This design comes from an exercise in tuning for small area and a short achievable clock period on the open sky130 flow, not from production work. Where RTL was checked, it was by simulation tests only, not by an equivalence proof against the original. Power and IR drop assume default switching activity.

job 9755:
// fetch_dispatch_queue
module fetch_dispatch_queue #(
    parameter int ADDRESS_WIDTH = 10,
    parameter int DATA_WIDTH    = 32,
    parameter int IPC           = 4,
    parameter int DEPTH         = 16,
    parameter int PTR_WIDTH     = 4,
    parameter int OPCODE_WIDTH  = 7
) (
    input  logic                      clk,
    input  logic                      rst,
    input  logic [IPC*DATA_WIDTH-1:0] FET_bundle,
    input  logic [IPC-1:0]            FET_validMask,
    input  logic [ADDRESS_WIDTH-1:0]  FET_pc,
    input  logic                      FET_bundleValid,
    output logic                      FET_ready,
    output logic [DATA_WIDTH-1:0]     DEC_data,
    output logic [ADDRESS_WIDTH-1:0]  DEC_pc,
    output logic                      DEC_dataValid,
    input  logic                      DEC_ready,
    input  logic                      flush,
    output logic [PTR_WIDTH:0]        count
    ,output logic [15:0]              rtype_count
);
Size in the first run: ~2,600 cells after synthesis, about 34,000 µm² of cells after synthesis.
clock: 4.5 ns
lec_check: 0
cap_margin: 20
core_margin: 2
core_utilization: 50
cts_cluster_diameter: 60
cts_cluster_size: 24
setup_slack_margin: 1.9
slew_margin: 20
standard.sh (not shown) runs the stock make flow with config.mk's settings and CLKGATE_MAP_FILE= SYNTH_SCRIPT=/design/flow/synth_recipe.tcl, a recipe that flattens the netlist after the stock synthesis.
==> flow/flow/run.sh <==
#!/bin/bash
# Standard layout, but with plain buffers (not delay cells) on the ports.
set -o pipefail
cp standard.sh standard.sh.txt 2>/dev/null
export BUFFER_PORTS_ARGS="-buffer_cell sky130_fd_sc_hd__buf_2"
bash standard.sh > standard.log 2>&1
Relative to job 9755, the following input files were edited for job 9870:
Settings: CORE_UTILIZATION now 45, was 50; SETUP_SLACK_MARGIN now 2.0, was 1.9.
Looking at logic gate share of total power across job 9870 and job 9755, the one that comes out lower is job 9755.
Summary of job 9870 over job 9755: wire length increased by 1.9% relative to the old numbers, cell count increased by 172 relative to the old numbers, total power density per cell area decreased by 3.6% relative to the old numbers, sequential share of layout area decreased by 1.7 points relative to the old numbers.
Inputs modified between job 9870 and job 9272:
Settings: CTS_CLUSTER_DIAMETER no longer set, was 60; CTS_BUF_LIST now sky130_fd_sc_hd__clkbuf_4 sky130_fd_sc_hd__clkbuf_8, previously not set; CORE_UTILIZATION now 50, was 45; CTS_CLUSTER_SIZE no longer set, was 24.
==> run notes <==
- Count of clock buffers in the final design ends up lower on job 9870.
- Changes observed in job 9272 relative to job 9870: ratio of final minimum period to clock period went down; placement-stage cell area essentially unchanged; relative contribution of sequential cells to total power saw a decrease.

========
fetch_dispatch_queue again, from the RTL that the note above started with.
Design fetch_dispatch_queue, start of the top module:
module fetch_dispatch_queue #(
    parameter int ADDRESS_WIDTH = 10,
    parameter int DATA_WIDTH    = 32,
    parameter int IPC           = 4,
    parameter int DEPTH         = 16,
    parameter int PTR_WIDTH     = 4,
    parameter int OPCODE_WIDTH  = 7
) (
    input  logic                      clk,
    input  logic                      rst,
    input  logic [IPC*DATA_WIDTH-1:0] FET_bundle,
    input  logic [IPC-1:0]            FET_validMask,
    input  logic [ADDRESS_WIDTH-1:0]  FET_pc,
    input  logic                      FET_bundleValid,
    output logic                      FET_ready,
    output logic [DATA_WIDTH-1:0]     DEC_data,
    output logic [ADDRESS_WIDTH-1:0]  DEC_pc,
    output logic                      DEC_dataValid,
    input  logic                      DEC_ready,
    input  logic                      flush,
    output logic [PTR_WIDTH:0]        count
    ,output logic [15:0]              rtype_count
);
Settings: LEC_CHECK=0, CAP_MARGIN=20, CORE_MARGIN=2, CORE_UTILIZATION=50, CTS_CLUSTER_DIAMETER=100, CTS_CLUSTER_SIZE=30, SETUP_SLACK_MARGIN=2.0, SLEW_MARGIN=20; clock period 4.5 ns.
Scripts as last shown in full above: flow/flow/run.sh
Edit:
- CTS_CLUSTER_DIAMETER: 100 -> 60
- CTS_CLUSTER_SIZE: 30 -> 24
What happened: Design area climbs slightly; critical path depth climbs by 1; synthesized cell count does not change; hold slack gets worse by 0.039 ns; sequential power barely changes; total power climbs by a little under a tenth; non-clock buffer count drops by 24; via count drops slightly; clock skew drops by 0.028 ns.
Edit:
- CTS_CLUSTER_DIAMETER: 60 -> unset
- CTS_CLUSTER_SIZE: 24 -> unset
What happened:
- The changed run completed without violations
- wire length rises slightly
- clock power rises by about a fifth
- non-clock buffer count rises by 10
- combinational power is about the same
- utilization rises by 1.1 points
- maximum frequency falls slightly
- clock-buffer cell count rises by 41
- die area does not change
- final area rises slightly
Edit:
- CTS_CLUSTER_DIAMETER: unset -> 60
- CTS_CLUSTER_SIZE: unset -> 24
- PLACE_DENSITY: unset -> 0.7
- The new run ran to the end with no violations
- cell area is lower by 3.0%
- via count is about the same
- synthesized cell count does not change
- fmax falls by 1.2%
- non-clock buffer count came out lower by 28
- synthesized area is unchanged
Edit:
- CTS_CLUSTER_DIAMETER: 60 -> 80
- CTS_CLUSTER_SIZE: 24 -> 28
- PLACE_DENSITY: 0.7 -> unset
Outcome: The changed run produced a clean layout; routed wire length came out higher by about 2%; design area is about the same; via count decreases by about 1.5%; worst hold slack gets worse by 0.0096 ns; total power is lower by 3.8%; setup slack gets better by 0.023 ns; synthesized area stays the same; die area stays the same.

========
The RTL this note starts from:
==> flow/design.v <==
module fetch_dispatch_queue #(
    parameter int ADDRESS_WIDTH = 10,
    parameter int DATA_WIDTH    = 32,
    parameter int IPC           = 4,
    parameter int DEPTH         = 16,
    parameter int PTR_WIDTH     = 4,
    parameter int OPCODE_WIDTH  = 7
) (
    input  logic                      clk,
    input  logic                      rst,
    input  logic [IPC*DATA_WIDTH-1:0] FET_bundle,
    input  logic [IPC-1:0]            FET_validMask,
    input  logic [ADDRESS_WIDTH-1:0]  FET_pc,
    input  logic                      FET_bundleValid,
    output logic                      FET_ready,
    output logic [DATA_WIDTH-1:0]     DEC_data,
    output logic [ADDRESS_WIDTH-1:0]  DEC_pc,
    output logic                      DEC_dataValid,
    input  logic                      DEC_ready,
    input  logic                      flush,
    output logic [PTR_WIDTH:0]        count
    ,output logic [15:0]              rtype_count
);
    localparam int CNT_W = PTR_WIDTH + 1;
    localparam int LW    = $clog2(IPC);
    localparam int AW    = ADDRESS_WIDTH;
    logic [DATA_WIDTH-1:0] mem_data [DEPTH];
    logic [AW-1:0]         mem_pc   [DEPTH];
    logic [PTR_WIDTH-1:0]  head_nx;    
    logic [PTR_WIDTH-1:0]  tail;
    logic [CNT_W-1:0]      n;
    logic                  push;
    logic                  pop;
    assign FET_ready     = count <= CNT_W'(DEPTH - IPC);
    assign DEC_dataValid = count != '0;
    assign push          = FET_bundleValid && FET_ready && !flush;
    assign pop           = DEC_dataValid && DEC_ready && !flush;
    logic [AW-LW-1:0] pc_hi_inc;
    assign pc_hi_inc = FET_pc[AW-1:LW] + (AW-LW)'(1);
    function automatic logic [AW-1:0] slot_pc(input logic [AW-1:0] pc, input logic [AW-LW-1:0] hi_inc,
                                              input logic [LW-1:0] sel);
        logic [LW:0] lo;
        lo = {1'b0, pc[LW-1:0]} + {1'b0, sel};
        slot_pc = {lo[LW] ? hi_inc : pc[AW-1:LW], lo[LW-1:0]};
    endfunction
    logic [LW-1:0]         lane_sel  [IPC];
    logic [DATA_WIDTH-1:0] lane_data [IPC];
    logic [AW-1:0]         lane_pc   [IPC];
    always_comb begin
        logic [LW-1:0] pos;
        n   = '0;
        pos = tail[LW-1:0];
        for (int m = 0; m < IPC; m++) lane_sel[m] = '0;
        for (int i = 0; i < IPC; i++) begin
            if (FET_validMask[i]) begin
                lane_sel[pos] = LW'(i);
                pos = pos + LW'(1);
                n   = n + CNT_W'(1);
            end
        end
    end
    for (genvar m = 0; m < IPC; m++) begin : g_lane
        assign lane_data[m] = FET_bundle[lane_sel[m]*DATA_WIDTH +: DATA_WIDTH];
        assign lane_pc[m]   = slot_pc(FET_pc, pc_hi_inc, lane_sel[m]);
    end
    for (genvar j = 0; j < DEPTH; j++) begin : g_entry
        logic [PTR_WIDTH-1:0] off;
        logic                 we;
        assign off = PTR_WIDTH'(j) - tail;
        assign we  = push && (CNT_W'(off) < n);
        always_ff @(posedge clk) begin
            if (we) begin
                mem_data[j] <= lane_data[j % IPC];
                mem_pc[j]   <= lane_pc[j % IPC];
            end
        end
    end
    always_ff @(posedge clk or negedge rst) begin
        if (!rst) begin
            head_nx <= PTR_WIDTH'(1);
            tail    <= '0;
            count   <= '0;
        end else if (flush) begin
            head_nx <= PTR_WIDTH'(1);
            tail    <= '0;
            count   <= '0;
        end else begin
            if (push) begin
                tail <= tail + n[PTR_WIDTH-1:0];
            end
            if (pop) begin
                head_nx <= head_nx + PTR_WIDTH'(1);
            end
            count <= count + (push ? n : '0) - {{PTR_WIDTH{1'b0}}, pop};
        end
    end
    logic [LW-1:0] first_sel;
    always_comb begin
        first_sel = LW'(IPC - 1);
        for (int i = IPC - 2; i >= 0; i--) begin
            if (FET_validMask[i]) first_sel = LW'(i);
        end
    end
    logic [DATA_WIDTH-1:0] out_data;
    logic [AW-1:0]         out_pc;
    logic                  take_next;
    logic                  take_new;
    assign take_next = pop && count != CNT_W'(1);
    assign take_new  = count == '0 || (pop && count == CNT_W'(1));
    always_ff @(posedge clk) begin
        if (take_new) begin
            out_data <= FET_bundle[first_sel*DATA_WIDTH +: DATA_WIDTH];
            out_pc   <= slot_pc(FET_pc, pc_hi_inc, first_sel);
        end else if (take_next) begin
            out_data <= mem_data[head_nx];
            out_pc   <= mem_pc[head_nx];
        end
    end
    assign DEC_data = out_data;
    assign DEC_pc   = out_pc;
    localparam logic [OPCODE_WIDTH-1:0] RTYPE_OPCODE = OPCODE_WIDTH'(7'b0110011);
    always_ff @(posedge clk or negedge rst) begin
        if (!rst) begin
            rtype_count <= '0;
        end else if (pop && DEC_data[OPCODE_WIDTH-1:0] == RTYPE_OPCODE) begin
            rtype_count <= rtype_count + 16'd1;
        end
    end
endmodule
==> flow/config.mk <==
export PLATFORM = sky130hd
export DESIGN_NAME = fetch_dispatch_queue
export DESIGN_NICKNAME = fetch_dispatch_queue
export VERILOG_FILES = /design/flow/design.v
export SDC_FILE = /design/flow/constraint.sdc
export NUM_CORES = 4
export LEC_CHECK = 0
export ABC_CLOCK_PERIOD_IN_PS = 2700
export CAP_MARGIN = 20
export CORE_MARGIN = 2
export CORE_UTILIZATION = 35
export SETUP_SLACK_MARGIN = 1.8
export SLEW_MARGIN = 20
==> flow/constraint.sdc <==
create_clock -name core_clock -period 4.5 [get_ports {clk}]
set_input_delay 0.9000 -clock core_clock [delete_from_list [all_inputs] [get_ports {clk}]]
set_output_delay 0.9000 -clock core_clock [all_outputs]
set_load 0.01 [all_outputs]
run.sh (not shown) runs the stock make flow with config.mk's settings and CLKGATE_MAP_FILE= SYNTH_SCRIPT=/design/flow/synth_recipe.tcl, a recipe that flattens the netlist after the stock synthesis.
Stock flow here: none of the scripts above is used.
The first run completed without violations.
Then changed:
--- a/flow/config.mk
+++ b/flow/config.mk
@@ -6,8 +6,6 @@
 export NUM_CORES = 4
 export LEC_CHECK = 0
-export ABC_CLOCK_PERIOD_IN_PS = 2700
 export CAP_MARGIN = 20
 export CORE_MARGIN = 2
 export CORE_UTILIZATION = 35
-export SETUP_SLACK_MARGIN = 1.8
 export SLEW_MARGIN = 20
Result: The new run passed the timing, DRC and antenna checks. Die area stays the same. Power shrinks by 16%. Fmax shrinks by 9.1%. Cell count shrinks by 6.1%. Area after synthesis does not change. Core utilization shrinks by 8.5 points. Non-clock buffer count shrinks by 279. Clock power grows by 4.7%. Sequential cell count does not change. Global-route usage shrinks by 5.1 points. Setup slack degrades by 0.39 ns.
No functional check of the RTL was part of any run of this note.

-- afterwards: timing with drivers on the ports --
No port has a modelled driver above. Below, the same layouts with a new extraction and two added sets of constraints.
Step 1 assumes that a clkbuf_16 drives the clock port and a buf_2 every other input.
Step 2, shift: input delay + t, output delay - t, t = (earliest + latest rising clock arrival at the registers) / 2. This alone moves slack from input paths to output paths.
Three values: ideal ports, drivers, drivers and shift; two values: the first two.
run | shift t [ns] | setup slack, ns | worst setup path after step 2
job 9755 | 0.731 | 1.777 / 1.777 / 1.094 | input to register
job 9870 | 0.709 | 1.951 / 1.961 / 1.252 | input to register
job 9272 | 0.855 | 1.966 / 1.966 / 1.180 | input to register
the first run of note 2 | 0.672 | 1.952 / 1.967 / 1.294 | input to register
the second run of note 2 | 0.723 | 1.995 / 1.998 / 1.307 | input to register
the third run of note 2 | 0.713 | 1.950 / 1.978 / 1.265 | input to register
the fourth run of note 2 | 0.716 | 1.918 / 1.939 / 1.222 | input to register
the fifth run of note 2 | 0.679 | 1.941 / 1.977 / 1.297 | input to register
the first run of note 3 | 0.718 | 0.619 / 0.619 / 0.106 | input to register
the second run of note 3 | 0.710 | 0.231 / 0.258 / -0.435 | input to register
With both steps, setup timing fails in the second run of note 3, where it was met with ideal ports. The setup slack of job 9272, which loses most, moves by 0.000 ns with the drivers and by -0.786 ns with both steps.
